Source: an optimization exercise on an open RTL-to-GDS flow (aim: small area, a short achievable clock period and few clock cycles per item). Production flows keep margins and buffers that such runs may drop. No functional check of the RTL was part of any run shown here.

==> flow/design.v (outline; a module is shown in full before it is edited, if it fits) <==
// module complex_mult_pipe: 1053 lines
module complex_mult_pipe #(
  parameter int IN0_W    = 16,
  parameter int IN0_FRAC = 8,
  parameter int IN1_W    = 12,
  parameter int IN1_FRAC = 10,
  parameter int OUT_W    = 16,
  parameter int OUT_FRAC = 8,
  parameter int ROUND    = 1
) (
  input  logic             CLK,
  input  logic             RST_N,
  input  logic             IN_VALID,
  output logic             IN_READY,
  input  logic             CONJ,
  input  logic [IN0_W-1:0] IN0_Real,
  input  logic [IN0_W-1:0] IN0_Img,
  input  logic [IN1_W-1:0] IN1_Real,
  input  logic [IN1_W-1:0] IN1_Img,
  output logic             OUT_VALID,
  input  logic             OUT_READY,
  output logic [OUT_W-1:0] OUT_Real,
  output logic [OUT_W-1:0] OUT_Img,
  output logic             OVF
);
  // ...
==> flow/run.sh <==
#!/bin/bash
# synth_recipe.tcl (not shown) runs the flow's synth.tcl, then flattens the netlist and writes it again
# the make line also repeats each setting of config.mk as NAME=value (left out here)
make -C /OpenROAD-flow-scripts/flow DESIGN_CONFIG=/design/flow/config.mk WORK_HOME=/design/flow/orfs CLKGATE_MAP_FILE= SYNTH_SCRIPT=/design/flow/synth_recipe.tcl finish
==> flow/config.mk <==
export PLATFORM = sky130hd
export DESIGN_NAME = complex_mult_pipe
export DESIGN_NICKNAME = complex_mult_pipe
export VERILOG_FILES = /design/flow/design.v
export SDC_FILE = /design/flow/constraint.sdc
export NUM_CORES = 4
export LEC_CHECK = 0
export CAP_MARGIN = 20
export CORE_MARGIN = 2
export CORE_UTILIZATION = 40
export SETUP_SLACK_MARGIN = 3.0
export SLEW_MARGIN = 20
==> flow/constraint.sdc <==
create_clock -name core_clock -period 6.5 [get_ports {CLK}]
set_input_delay 1.3000 -clock core_clock [delete_from_list [all_inputs] [get_ports {CLK}]]
set_output_delay 1.3000 -clock core_clock [all_outputs]
set_load 0.01 [all_outputs]
==> metrics.md, run 1 <==
| Metric | Value |
|---|---|
| Outcome | `no timing/DRC/antenna violations` |
| Die Wd | `about 250 um` |
| Pre-CTS setup slack | `between 1 and 1.5 ns` |
| Top-count cell post-synth | `inv_1` |
| Post-DP HPWL | `54560 um` |
| HP Start | `vld_q[1]` |
| Fill cells | `5198` |
| Bufs w/o clock | `around 430` |
| Slew Limit Fails | `0` |
| Fin area | `between 0.03 and 0.04 mm^2` |
| Drt wl/cell | `approximately 26 um` |
| Number of global-route vias before repair | `roughly 21000` |
| Clock Latency Late Sink | `0.49 ns` |
| Hold Crit Endpoint | `vld_q[2]` |
| Grt ovf | `0` |
| Post-synthesis compound-gate area fraction | `a little under a quarter` |
| CP required | `roughly 5.2 ns` |
| Primary FF master, synth | `edfxtp_1` |
| Reg clk slew, reported paths | `about 0.07 ns` |
| Min-Delay Path Class | `reg2reg` |
| First-pass GRT wire length | `~130000 um` |
| Delay-heaviest family, CP | `compound AO/OA/AOI/OAI gates` |
| XOR/XNOR Fraction of Synth Area | `between 10 and 15%` |
| FF-to-FF End | `rb_q[3]` |
| Finish-stage setup viols | `0` |
| Synth top area cells | `edfxtp_1 23%, fa_1 18%, xnor2_1 8.9%, a221oi_1 8.3%, a22o_1 8.3%` |
| Reg area | `0.005600 mm^2` |
| Synth Cell Area | `about 0.024 mm^2` |
| Clock network area share | `under 10%` |
| CTS tree | `done` |
| Min Clock Period, post-route | `a little over 5 ns` |
==> run 2, diff against run 1 <==
--- a/flow/design.v
+++ b/flow/design.v
@@ -17,24 +17,24 @@
   input  logic [IN1_W-1:0] IN1_Real,
   input  logic [IN1_W-1:0] IN1_Img,
   output logic             OUT_VALID,
   input  logic             OUT_READY,
   output logic [OUT_W-1:0] OUT_Real,
   output logic [OUT_W-1:0] OUT_Img,
   output logic             OVF
 );
-  logic [2:1] vld_q;
+  logic [3:1] vld_q;
   logic stall;
-  assign stall     = vld_q[2] & ~OUT_READY;
+  assign stall     = vld_q[3] & ~OUT_READY;
   assign IN_READY  = ~stall;
-  assign OUT_VALID = vld_q[2];
+  assign OUT_VALID = vld_q[3];
   always_ff @(posedge CLK or negedge RST_N) begin
     if (!RST_N)      vld_q <= '0;
-    else if (!stall) vld_q <= {vld_q[1], IN_VALID};
+    else if (!stall) vld_q <= {vld_q[2:1], IN_VALID};
   end
   logic [15:0] ar, ai;
   logic [17:0] ar3, ai3;
   logic [3:0] br_s1, br_s2, br_s3, br_s4, br_neg, bi_s1, bi_s2, bi_s3, bi_s4, nr_neg, ni_neg;
   logic [3:0] br_s1_d, br_s2_d, br_s3_d, br_s4_d, br_neg_d;
   logic [12:0] br_x;
   assign br_x = {IN1_Real, 1'b0};
   for (genvar k = 0; k < 4; k++) begin : g_enc_br
@@ -142,17 +142,30 @@
   logic re_s769, re_c770, re_s771, re_c772, re_s773, re_c774, re_s775, re_c776, re_s777, re_c778, re_s779, re_c780;
   logic re_s781, re_c782, re_s783, re_c784, re_s785, re_c786, re_s787, re_c788, re_s789, re_c790, re_s791, re_c792;
   logic re_s793, re_c794, re_s795, re_c796, re_s797, re_c798, re_s799, re_c800, re_s801, re_c802, re_s803, re_c804;
   logic re_s805, re_c806, re_s807, re_c808, re_s809, re_c810, re_s811, re_c812, re_s813, re_c814, im_s815, im_c816;
   logic im_s817, im_c818, im_s819, im_c820, im_s821, im_c822, im_s823, im_c824, im_s825, im_c826, im_s827, im_c828;
   logic im_s829, im_c830, im_s831, im_c832, im_s833, im_c834, im_s835, im_c836, im_s837, im_c838, im_s839, im_c840;
   logic im_s841, im_c842, im_s843, im_c844, im_s845, im_c846, im_s847, im_c848, im_s849, im_c850, im_s851, im_c852;
   logic im_s853, im_c854, im_s855, im_c856, im_s857, im_c858, im_s859, im_c860, im_s861, im_c862, im_s863, im_c864;
-  logic im_s865, im_c866, im_s867, im_c868, im_s869, im_c870, im_s871, im_c872;
+  logic im_s865, im_c866, im_s867, im_c868, im_s869, im_c870, im_s871, im_c872, t_q875, t_q876, t_q877, t_q878;
+  logic t_q879, t_q880, t_q881, t_q882, t_q883, t_q884, t_q885, t_q886, t_q887, t_q888, t_q889, t_q890;
+  logic t_q891, t_q892, t_q893, t_q894, t_q895, t_q896, t_q897, t_q898, t_q899, t_q900, t_q901, t_q902;
+  logic t_q903, t_q904, t_q905, t_q906, t_q907, t_q908, t_q909, t_q910, t_q911, t_q912, t_q913, t_q914;
+  logic t_q915, t_q916, t_q917, t_q918, t_q919, t_q920, t_q921, t_q922, t_q923, t_q924, t_q925, t_q926;
+  logic t_q927, t_q928, t_q929, t_q930, t_q931, t_q932, t_q933, t_q934, t_q935, t_q936, t_q937, t_q938;
+  logic t_q939, t_q940, t_q941, t_q942, t_q943, t_q944, t_q945, t_q946, t_q947, t_q948, t_q949, t_q950;
+  logic t_q951, t_q952, re_s953, re_c954, re_s955, re_c956, re_s957, re_c958, re_s959, re_c960, re_s961, re_c962;
+  logic re_s963, re_c964, re_s965, re_c966, re_s967, re_c968, re_s969, re_c970, re_s971, re_c972, re_s973, re_c974;
+  logic re_s975, re_c976, re_s977, re_c978, re_s979, re_c980, re_s981, re_c982, re_s983, re_c984, re_s985, re_c986;
+  logic re_s987, re_c988, re_s989, re_c990, im_s991, im_c992, im_s993, im_c994, im_s995, im_c996, im_s997, im_c998;
+  logic im_s999, im_c1000, im_s1001, im_c1002, im_s1003, im_c1004, im_s1005, im_c1006, im_s1007, im_c1008, im_s1009, im_c1010;
+  logic im_s1011, im_c1012, im_s1013, im_c1014, im_s1015, im_c1016, im_s1017, im_c1018, im_s1019, im_c1020, im_s1021, im_c1022;
+  logic im_s1023, im_c1024, im_s1025, im_c1026, im_s1027, im_c1028;
   assign re_pp1 = ((br_s1[0] & ar[0]) | (br_s3[0] & ar3[0])) ^ br_neg[0];
   assign re_pp2 = ((br_s1[0] & ar[1]) | (br_s2[0] & ar[0]) | (br_s3[0] & ar3[1])) ^ br_neg[0];
   assign re_pp3 = ((br_s1[0] & ar[2]) | (br_s2[0] & ar[1]) | (br_s3[0] & ar3[2]) | (br_s4[0] & ar[0])) ^ br_neg[0];
   assign re_pp4 = ((br_s1[0] & ar[3]) | (br_s2[0] & ar[2]) | (br_s3[0] & ar3[3]) | (br_s4[0] & ar[1])) ^ br_neg[0];
   assign re_pp5 = ((br_s1[0] & ar[4]) | (br_s2[0] & ar[3]) | (br_s3[0] & ar3[4]) | (br_s4[0] & ar[2])) ^ br_neg[0];
   assign re_pp6 = ((br_s1[0] & ar[5]) | (br_s2[0] & ar[4]) | (br_s3[0] & ar3[5]) | (br_s4[0] & ar[3])) ^ br_neg[0];
   assign re_pp7 = ((br_s1[0] & ar[6]) | (br_s2[0] & ar[5]) | (br_s3[0] & ar3[6]) | (br_s4[0] & ar[4])) ^ br_neg[0];
   assign re_pp8 = ((br_s1[0] & ar[7]) | (br_s2[0] & ar[6]) | (br_s3[0] & ar3[7]) | (br_s4[0] & ar[5])) ^ br_neg[0];
@@ -1015,39 +1028,199 @@
   assign im_s865 = im_c648 ^ im_s751 ^ im_c750;
   assign im_c866 = (im_c648 & im_s751) | (im_c648 & im_c750) | (im_s751 & im_c750);
   assign im_s867 = im_c652 ^ im_s753 ^ im_c752;
   assign im_c868 = (im_c652 & im_s753) | (im_c652 & im_c752) | (im_s753 & im_c752);
   assign im_s869 = im_ni320 ^ im_c754 ^ im_s755;
   assign im_c870 = (im_ni320 & im_c754) | (im_ni320 & im_s755) | (im_c754 & im_s755);
   assign im_s871 = im_pp236 ^ im_c756;
   assign im_c872 = im_pp236 & im_c756;
-  logic [28:0] re_a, re_b, im_a, im_b;
-  assign re_a = {re_c812, re_c810, re_c808, re_c806, re_c804, re_c802, re_c800, re_c798, re_c796, re_c794, re_c792, re_c790, re_c788, re_c786, re_c784, re_c782, re_c780, re_c778, re_c776, re_c774, re_c772, re_c770, re_c768, re_c766, re_c764, re_c762, re_c760, re_c758, re_s757};
-  assign re_b = {re_s813, re_s811, re_s809, re_s807, re_s805, re_s803, re_s801, re_s799, re_s797, re_s795, re_s793, re_s791, re_s789, re_s787, re_s785, re_s783, re_s781, re_s779, re_s777, re_s775, re_s773, re_s771, re_s769, re_s767, re_s765, re_s763, re_s761, re_s759, re_s653};
-  assign im_a = {im_c870, im_c868, im_c866, im_c864, im_c862, im_c860, im_c858, im_c856, im_c854, im_c852, im_c850, im_c848, im_c846, im_c844, im_c842, im_c840, im_c838, im_c836, im_c834, im_c832, im_c830, im_c828, im_c826, im_c824, im_c822, im_c820, im_c818, im_c816, im_s815};
-  assign im_b = {im_s871, im_s869, im_s867, im_s865, im_s863, im_s861, im_s859, im_s857, im_s855, im_s853, im_s851, im_s849, im_s847, im_s845, im_s843, im_s841, im_s839, im_s837, im_s835, im_s833, im_s831, im_s829, im_s827, im_s825, im_s823, im_s821, im_s819, im_s817, im_s705};
-  logic [10:0] re_lo, im_lo;
-  assign re_lo = {1'b0, re_a[9:0]} + {1'b0, re_b[9:0]};
-  assign im_lo = {1'b0, im_a[9:0]} + {1'b0, im_b[9:0]};
-  logic [18:0] ra_q, rb_q, ia_q, ib_q;
-  logic        rc_q, ic_q;
+  logic [10:0] re_lo873;
+  assign re_lo873 = {1'b0, re_c774, re_c772, re_c770, re_c768, re_c766, re_c764, re_c762, re_s761, re_c758, re_s653} + {1'b0, re_s775, re_s773, re_s771, re_s769, re_s767, re_s765, re_s763, re_c760, re_s759, re_s757};
+  logic [10:0] im_lo874;
+  assign im_lo874 = {1'b0, im_c832, im_c830, im_c828, im_c826, im_c824, im_c822, im_c820, im_s819, im_c816, im_s705} + {1'b0, im_s833, im_s831, im_s829, im_s827, im_s825, im_s823, im_s821, im_c818, im_s817, im_s815};
   always_ff @(posedge CLK) begin
     if (!stall) begin
-      ra_q <= re_a[28:10]; rb_q <= re_b[28:10]; rc_q <= re_lo[10];
-      ia_q <= im_a[28:10]; ib_q <= im_b[28:10]; ic_q <= im_lo[10];
+      t_q875 <= re_c776;
+      t_q876 <= re_s777;
+      t_q877 <= re_lo873[10];
+      t_q878 <= re_c778;
+      t_q879 <= re_s779;
+      t_q880 <= re_c780;
+      t_q881 <= re_s781;
+      t_q882 <= re_c782;
+      t_q883 <= re_s783;
+      t_q884 <= re_c784;
+      t_q885 <= re_s785;
+      t_q886 <= re_c786;
+      t_q887 <= re_s787;
+      t_q888 <= re_c788;
+      t_q889 <= re_s789;
+      t_q890 <= re_c790;
+      t_q891 <= re_s791;
+      t_q892 <= re_c792;
+      t_q893 <= re_s793;
+      t_q894 <= re_c794;
+      t_q895 <= re_s795;
+      t_q896 <= re_c796;
+      t_q897 <= re_s797;
+      t_q898 <= re_c798;
+      t_q899 <= re_s799;
+      t_q900 <= re_c800;
+      t_q901 <= re_s801;
+      t_q902 <= re_c802;
+      t_q903 <= re_s803;
+      t_q904 <= re_c804;
+      t_q905 <= re_s805;
+      t_q906 <= re_c806;
+      t_q907 <= re_s807;
+      t_q908 <= re_c808;
+      t_q909 <= re_s809;
+      t_q910 <= re_c810;
+      t_q911 <= re_s811;
+      t_q912 <= re_c812;
+      t_q913 <= re_s813;
+      t_q914 <= im_c834;
+      t_q915 <= im_s835;
+      t_q916 <= im_lo874[10];
+      t_q917 <= im_c836;
+      t_q918 <= im_s837;
+      t_q919 <= im_c838;
+      t_q920 <= im_s839;
+      t_q921 <= im_c840;
+      t_q922 <= im_s841;
+      t_q923 <= im_c842;
+      t_q924 <= im_s843;
+      t_q925 <= im_c844;
+      t_q926 <= im_s845;
+      t_q927 <= im_c846;
+      t_q928 <= im_s847;
+      t_q929 <= im_c848;
+      t_q930 <= im_s849;
+      t_q931 <= im_c850;
+      t_q932 <= im_s851;
+      t_q933 <= im_c852;
+      t_q934 <= im_s853;
+      t_q935 <= im_c854;
+      t_q936 <= im_s855;
+      t_q937 <= im_c856;
+      t_q938 <= im_s857;
+      t_q939 <= im_c858;
+      t_q940 <= im_s859;
+      t_q941 <= im_c860;
+      t_q942 <= im_s861;
+      t_q943 <= im_c862;
+      t_q944 <= im_s863;
+      t_q945 <= im_c864;
+      t_q946 <= im_s865;
+      t_q947 <= im_c866;
+      t_q948 <= im_s867;
+      t_q949 <= im_c868;
+      t_q950 <= im_s869;
+      t_q951 <= im_c870;
+      t_q952 <= im_s871;
     end
   end
-  logic [18:0] yr_q, yi_q;
-  assign yr_q = ra_q + rb_q + {18'b0, rc_q};
-  assign yi_q = ia_q + ib_q + {18'b0, ic_q};
+  assign re_s953 = t_q875 ^ t_q876;
+  assign re_c954 = t_q875 & t_q876;
+  assign re_s955 = t_q878 ^ t_q879;
+  assign re_c956 = t_q878 & t_q879;
+  assign re_s957 = t_q880 ^ t_q881;
+  assign re_c958 = t_q880 & t_q881;
+  assign re_s959 = t_q882 ^ t_q883;
+  assign re_c960 = t_q882 & t_q883;
+  assign re_s961 = t_q884 ^ t_q885;
+  assign re_c962 = t_q884 & t_q885;
+  assign re_s963 = t_q886 ^ t_q887;
+  assign re_c964 = t_q886 & t_q887;
+  assign re_s965 = t_q888 ^ t_q889;
+  assign re_c966 = t_q888 & t_q889;
+  assign re_s967 = t_q890 ^ t_q891;
+  assign re_c968 = t_q890 & t_q891;
+  assign re_s969 = t_q892 ^ t_q893;
+  assign re_c970 = t_q892 & t_q893;
+  assign re_s971 = t_q894 ^ t_q895;
+  assign re_c972 = t_q894 & t_q895;
+  assign re_s973 = t_q896 ^ t_q897;
+  assign re_c974 = t_q896 & t_q897;
+  assign re_s975 = t_q898 ^ t_q899;
+  assign re_c976 = t_q898 & t_q899;
+  assign re_s977 = t_q900 ^ t_q901;
+  assign re_c978 = t_q900 & t_q901;
+  assign re_s979 = t_q902 ^ t_q903;
+  assign re_c980 = t_q902 & t_q903;
+  assign re_s981 = t_q904 ^ t_q905;
+  assign re_c982 = t_q904 & t_q905;
+  assign re_s983 = t_q906 ^ t_q907;
+  assign re_c984 = t_q906 & t_q907;
+  assign re_s985 = t_q908 ^ t_q909;
+  assign re_c986 = t_q908 & t_q909;
+  assign re_s987 = t_q910 ^ t_q911;
+  assign re_c988 = t_q910 & t_q911;
+  assign re_s989 = t_q912 ^ t_q913;
+  assign re_c990 = t_q912 & t_q913;
+  assign im_s991 = t_q914 ^ t_q915;
+  assign im_c992 = t_q914 & t_q915;
+  assign im_s993 = t_q917 ^ t_q918;
+  assign im_c994 = t_q917 & t_q918;
+  assign im_s995 = t_q919 ^ t_q920;
+  assign im_c996 = t_q919 & t_q920;
+  assign im_s997 = t_q921 ^ t_q922;
+  assign im_c998 = t_q921 & t_q922;
+  assign im_s999 = t_q923 ^ t_q924;
+  assign im_c1000 = t_q923 & t_q924;
+  assign im_s1001 = t_q925 ^ t_q926;
+  assign im_c1002 = t_q925 & t_q926;
+  assign im_s1003 = t_q927 ^ t_q928;
+  assign im_c1004 = t_q927 & t_q928;
+  assign im_s1005 = t_q929 ^ t_q930;
+  assign im_c1006 = t_q929 & t_q930;
+  assign im_s1007 = t_q931 ^ t_q932;
+  assign im_c1008 = t_q931 & t_q932;
+  assign im_s1009 = t_q933 ^ t_q934;
+  assign im_c1010 = t_q933 & t_q934;
+  assign im_s1011 = t_q935 ^ t_q936;
+  assign im_c1012 = t_q935 & t_q936;
+  assign im_s1013 = t_q937 ^ t_q938;
+  assign im_c1014 = t_q937 & t_q938;
+  assign im_s1015 = t_q939 ^ t_q940;
+  assign im_c1016 = t_q939 & t_q940;
+  assign im_s1017 = t_q941 ^ t_q942;
+  assign im_c1018 = t_q941 & t_q942;
+  assign im_s1019 = t_q943 ^ t_q944;
+  assign im_c1020 = t_q943 & t_q944;
+  assign im_s1021 = t_q945 ^ t_q946;
+  assign im_c1022 = t_q945 & t_q946;
+  assign im_s1023 = t_q947 ^ t_q948;
+  assign im_c1024 = t_q947 & t_q948;
+  assign im_s1025 = t_q949 ^ t_q950;
+  assign im_c1026 = t_q949 & t_q950;
+  assign im_s1027 = t_q951 ^ t_q952;
+  assign im_c1028 = t_q951 & t_q952;
+  logic [28:0] re_a, re_b, im_a, im_b, re_s, im_s;
+  assign re_a = {re_c988, re_c986, re_c984, re_c982, re_c980, re_c978, re_c976, re_c974, re_c972, re_c970, re_c968, re_c966, re_c964, re_c962, re_c960, re_c958, re_c956, re_c954, re_s953, 1'b0, 1'b0, 1'b0, 1'b0, 1'b0, 1'b0, 1'b0, 1'b0, 1'b0, 1'b0};
+  assign re_b = {re_s989, re_s987, re_s985, re_s983, re_s981, re_s979, re_s977, re_s975, re_s973, re_s971, re_s969, re_s967, re_s965, re_s963, re_s961, re_s959, re_s957, re_s955, t_q877, 1'b0, 1'b0, 1'b0, 1'b0, 1'b0, 1'b0, 1'b0, 1'b0, 1'b0, 1'b0};
+  assign im_a = {im_c1026, im_c1024, im_c1022, im_c1020, im_c1018, im_c1016, im_c1014, im_c1012, im_c1010, im_c1008, im_c1006, im_c1004, im_c1002, im_c1000, im_c998, im_c996, im_c994, im_c992, im_s991, 1'b0, 1'b0, 1'b0, 1'b0, 1'b0, 1'b0, 1'b0, 1'b0, 1'b0, 1'b0};
+  assign im_b = {im_s1027, im_s1025, im_s1023, im_s1021, im_s1019, im_s1017, im_s1015, im_s1013, im_s1011, im_s1009, im_s1007, im_s1005, im_s1003, im_s1001, im_s999, im_s997, im_s995, im_s993, t_q916, 1'b0, 1'b0, 1'b0, 1'b0, 1'b0, 1'b0, 1'b0, 1'b0, 1'b0, 1'b0};
+  assign re_s = re_a + re_b;
+  assign im_s = im_a + im_b;
   logic sat_r, sat_i;
-  assign sat_r = ~((&yr_q[18:15]) | ~(|yr_q[18:15]));
-  assign sat_i = ~((&yi_q[18:15]) | ~(|yi_q[18:15]));
-  assign OUT_Real = sat_r ? {yr_q[18], {15{~yr_q[18]}}} : yr_q[15:0];
-  assign OUT_Img  = sat_i ? {yi_q[18], {15{~yi_q[18]}}} : yi_q[15:0];
+  logic [15:0] res_r, res_i;
+  assign sat_r = ~((&re_s[28:25]) | ~(|re_s[28:25]));
+  assign sat_i = ~((&im_s[28:25]) | ~(|im_s[28:25]));
+  assign res_r = sat_r ? {re_s[28], {15{~re_s[28]}}} : re_s[25:10];
+  assign res_i = sat_i ? {im_s[28], {15{~im_s[28]}}} : im_s[25:10];
+  logic [15:0] or_q, oi_q;
+  logic        sat_q;
+  always_ff @(posedge CLK) begin
+    if (!stall) begin
+      or_q <= res_r; oi_q <= res_i; sat_q <= sat_r | sat_i;
+    end
+  end
+  assign OUT_Real = or_q;
+  assign OUT_Img  = oi_q;
   logic ovf_q;
   always_ff @(posedge CLK or negedge RST_N) begin
     if (!RST_N) ovf_q <= 1'b0;
-    else if (OUT_VALID && OUT_READY && (sat_r || sat_i)) ovf_q <= 1'b1;
+    else if (OUT_VALID && OUT_READY && sat_q) ovf_q <= 1'b1;
   end
-  assign OVF = ovf_q | sat_r | sat_i;
+  assign OVF = ovf_q | sat_q;
 endmodule
==> metrics.md, run 2 <==
| Metric | Value |
|---|---|
| Post-DP HPWL | `54300 um (-0.47%)` |
| Largest net degree at the start of global routing | `86` |
| Area of the multi-input gates | `0.01845 mm^2` |
| FP Rows | `92` |
| F_max | `253.8 MHz` |
| Finish-stage setup viols | `0 (unchanged)` |
| Number of max-cap violations | `0` |
| Root Buffer | `clkbuf_16` |
| Min Clock Period, post-route | `3.940 ns (-1.107 ns)` |
| Primary FF master, synth | `edfxtp_1` |
| Detailed-route via count | `22320` |
| Slew of the pin with the lowest slew margin | `0.9791 ns` |
| Synth Cell Area | `0.02536 mm^2 (+6.8%)` |
| Number of global-route vias before repair | `22500 (+6.0%)` |
| Vias/cell | `roughly 6.3` |
| Crit start category | `register` |
| Sequential area share after synthesis | `roughly a quarter` |
| First-pass GRT wire length | `138100 um (+6.7%)` |
| RSZ-0062 raised after global routing | `true` |
| Initial antenna violation count | `3` |
| Hold WS | `0.4610 ns` |
| Tcrit/Tclk final | `between 60% and 70%` |
| Share of post-route cells with drive strength above 1 | `~30%` |
| Fin. Hold Viols | `0` |
| Placed cell areas | `approximately 0.027 mm^2` |
| Remaining antenna violation count | `0` |
| Fin area | `0.03314 mm^2 (+10%)` |
| Layout Nets | `approximately 3100` |
| Distinct cells, synth | `between 70 and 80` |
| Post-synth EDFFs | `217` |
| Initial DRC count | `3339` |
| Clock Sinks | `about 220` |
| Post-synthesis cell count | `~2400` |
| Post-synthesis register bit count | `about 220` |
| CTS tree | `done` |
| Crit Path Max Fanout | `5` |
| Slew Limit Fails | `0 (unchanged)` |
| Reg-to-reg startpoint | `br_s1[0]` |
| CTS Buf Count | `28` |
| Placer congestion estimate | `just over 1` |
| Fill cells | `5449 (+4.8%)` |
| Most instantiated cells after synthesis | `290 x inv_1, 264 x xnor2_1, 225 x a221oi_1, 225 x a22o_1, 222 x clkbuf_1` |
| Reg clk slew, reported paths | `0.06 ns (about the same)` |
| Synthesis-to-layout area growth | `30.68%` |
| Min-Delay Path Class | `reg2reg` |
| Flop2flop setup slack | `2.56 ns` |
| CORE AREA | `~0.063 mm^2` |
| Grt ovf | `0 (unchanged)` |
| Die area | `approximately 0.065 mm^2` |
| Port Buf Inserts | `95` |
| Drt drc | `0` |
| Post-Syn Area per Cell | `10.43 um^2` |
| Outcome | `no timing/DRC/antenna violations` |
| CP Capture Type | `register` |
| Ys async rst share | `approximately 1.8%` |
| Crit path DAT | `about 4.3 ns` |
| Regs by FF count | `ai3: 18 flops, ar3: 18 flops` |
| H-tree levels | `1` |
| WS Path Type | `reg2reg` |
| Die H | `255.8 um` |
| Top-count cell post-synth | `inv_1` |
| Die Wd | `255.8 um (+3.3%)` |
| Post-Syn Nets | `about 2900` |
| Fin Setup TNS | `0 ns` |
| Synth top area cells | `edfxtp_1 26%, fa_1 17%, xnor2_1 9.1%, ha_1 8.7%, a221oi_1 7.8%` |
| Cell taking the most area after synthesis | `edfxtp_1` |
| Commonest non-fill, non-tap cells in the layout | `240 x xnor2_1, 235 x inv_1, 223 x a22o_1` |
| Synth warn | `1` |
| CTS hold repair buffers | `0` |
| Drt pass-1 iters | `9` |
| Synth top area share | `around 26%` |
| Final wirelength | `95070 um` |
| Commonest non-fill, non-tap cell in the layout | `xnor2_1` |
| Setup crit end | `t_q930` |
| Drt wl/cell | `26.92 um (+3.4%)` |
| Initial Util | `between 40% and 50%` |
| Slew HR | `34.72%` |
| GRT Overall Usage | `between 20% and 30%` |
| Reg area | `0.006616 mm^2 (+18%)` |
| Clock skew | `0.02044 ns` |
| Clock Latency Late Sink | `0.60 ns (+0.11 ns)` |
| Number of I/O pins | `96` |
| FF-to-FF End | `t_q930` |
| CP Launch Point | `br_s1[0]` |
| CP required | `6.83 ns (+1.63 ns)` |
| Worst Reg2Reg Path Length in Cells | `10` |
| Maximum clock insertion buffer count | `3` |
[run 2: changes by cell type after synthesis, moves of 6 or more]
cell      before  now
o21ai_0       66   49
edfxtp_1     184  217
nand2_1       56   49
clkbuf_1     214  222
buf_1         36   23
a21oi_2        0   20
xor2_1       119   94
mux2i_1        7    1
a21oi_1       53   47
xnor2_1      242  264
ha_1         138  176
[run 2: layout make-up]
cell class	count	area share (%)
flip-flops and latches	221	19.96
clock inverters	18	0.7626
diodes	2	0.01510
well taps	846	3.194
clock buffers	33	2.171
inverters	295	3.360
repair buffers	448	14.87
multi-input cells	1669	55.67
[run 2: worst min path at each step]
stage / start / end / slack (ns) / cells past startpoint
5_1_grt: ovf_q / ovf_q / 0.50 / 1
6_report: vld_q[2] / vld_q[3] / 0.46 / 1
4_1_cts: ovf_q / ovf_q / 0.47 / 1
3_5_place_dp: vld_q[2] / vld_q[3] / 0.45 / 1
2_1_floorplan: vld_q[2] / vld_q[3] / 0.43 / 1
3_3_place_gp: ovf_q / ovf_q / 0.44 / 1
[run 2: timing repair]
item | CTS | global route
setup endpoints to repair | 101 | 95
buffers inserted | 212 | 57
pin swaps | 151 | 122
resized for setup | 276 | 202
cloned | 17 | 7
[run 2: critical path, cell delays in order, from the launching register on]
cell      delay, ns
edfxtp_1       0.45
buf_12         0.17
or2_2          0.31
a222oi_1       0.50
xnor2_1        0.25
fa_1           0.55
inv_1          0.07
fa_2           0.41
fa_1           0.51
inv_2          0.04
fa_2           0.41
[run 2: logic make-up (layout without fill, tap and decap cells)]
family | after synthesis | after routing | synth area share [%]
xor+xnor | 359 | 359 | 12.43
mux | 4 | 4 | 0.1727
other cells | 0 | 2 | 0
flops | 221 | 221 | 26.09
simple gates | 229 | 231 | 4.958
fa+ha+maj | 390 | 390 | 25.58
compound gates | 685 | 685 | 22.61
buf+inv | 544 | 794 | 8.170
[run 2: metrics by stage]
| step | setup WS [ns] | utilization [%] | cells |
|---|---|---|---|
| after global placement | 2.041 | 43.17 | 3184 |
| final | 2.560 | 52.73 | 3532 |
| after detailed placement | 1.908 | 43.17 | 3184 |
| after floorplan | 2.327 | - | 2432 |
| after CTS | 2.724 | 50.25 | 3464 |
| after global routing | 2.547 | 52.72 | 3530 |
[run 2: metal layers]
metal	part of all wire, %	track usage [%]	up-vias
met5	0.053	0	-
li1	-	-	9341
met4	8.0	16.85	2
met1	37	33.98	10670
met3	14	9.883	562
met2	42	41.15	1744

what the ideal ports hide:
No port has a modelled driver above. Below, the same layouts with a new extraction and two added sets of constraints.
Step 1 (the two cells are an assumption about what drives the block):
set clk [get_ports {CLK}]
set_driving_cell -lib_cell sky130_fd_sc_hd__clkbuf_16 $clk
set_driving_cell -lib_cell sky130_fd_sc_hd__buf_2 [delete_from_list [all_inputs] $clk]
Step 2 times the ports against the registers' clock, not the clock port: input delays grow and output delays shrink by t, the midpoint of the rising clock arrivals with the driver on.
Three values: ideal ports, drivers, drivers and shift; two values: the first two.
run	shift t [ns]	setup slack, ns	worst hold slack (ns)	pins driven straight from the clock port
run 1	0.546	1.453 / 1.396 / 1.941	0.467 / 0.467 / 0.467	1
run 2	0.651	2.560 / 2.560 / 2.457	0.461 / 0.461 / 0.461	1
After both steps every run listed still meets setup and hold. For run 2, which loses most, drivers alone change the setup slack by 0.000 ns; drivers and shift together by -0.103 ns.
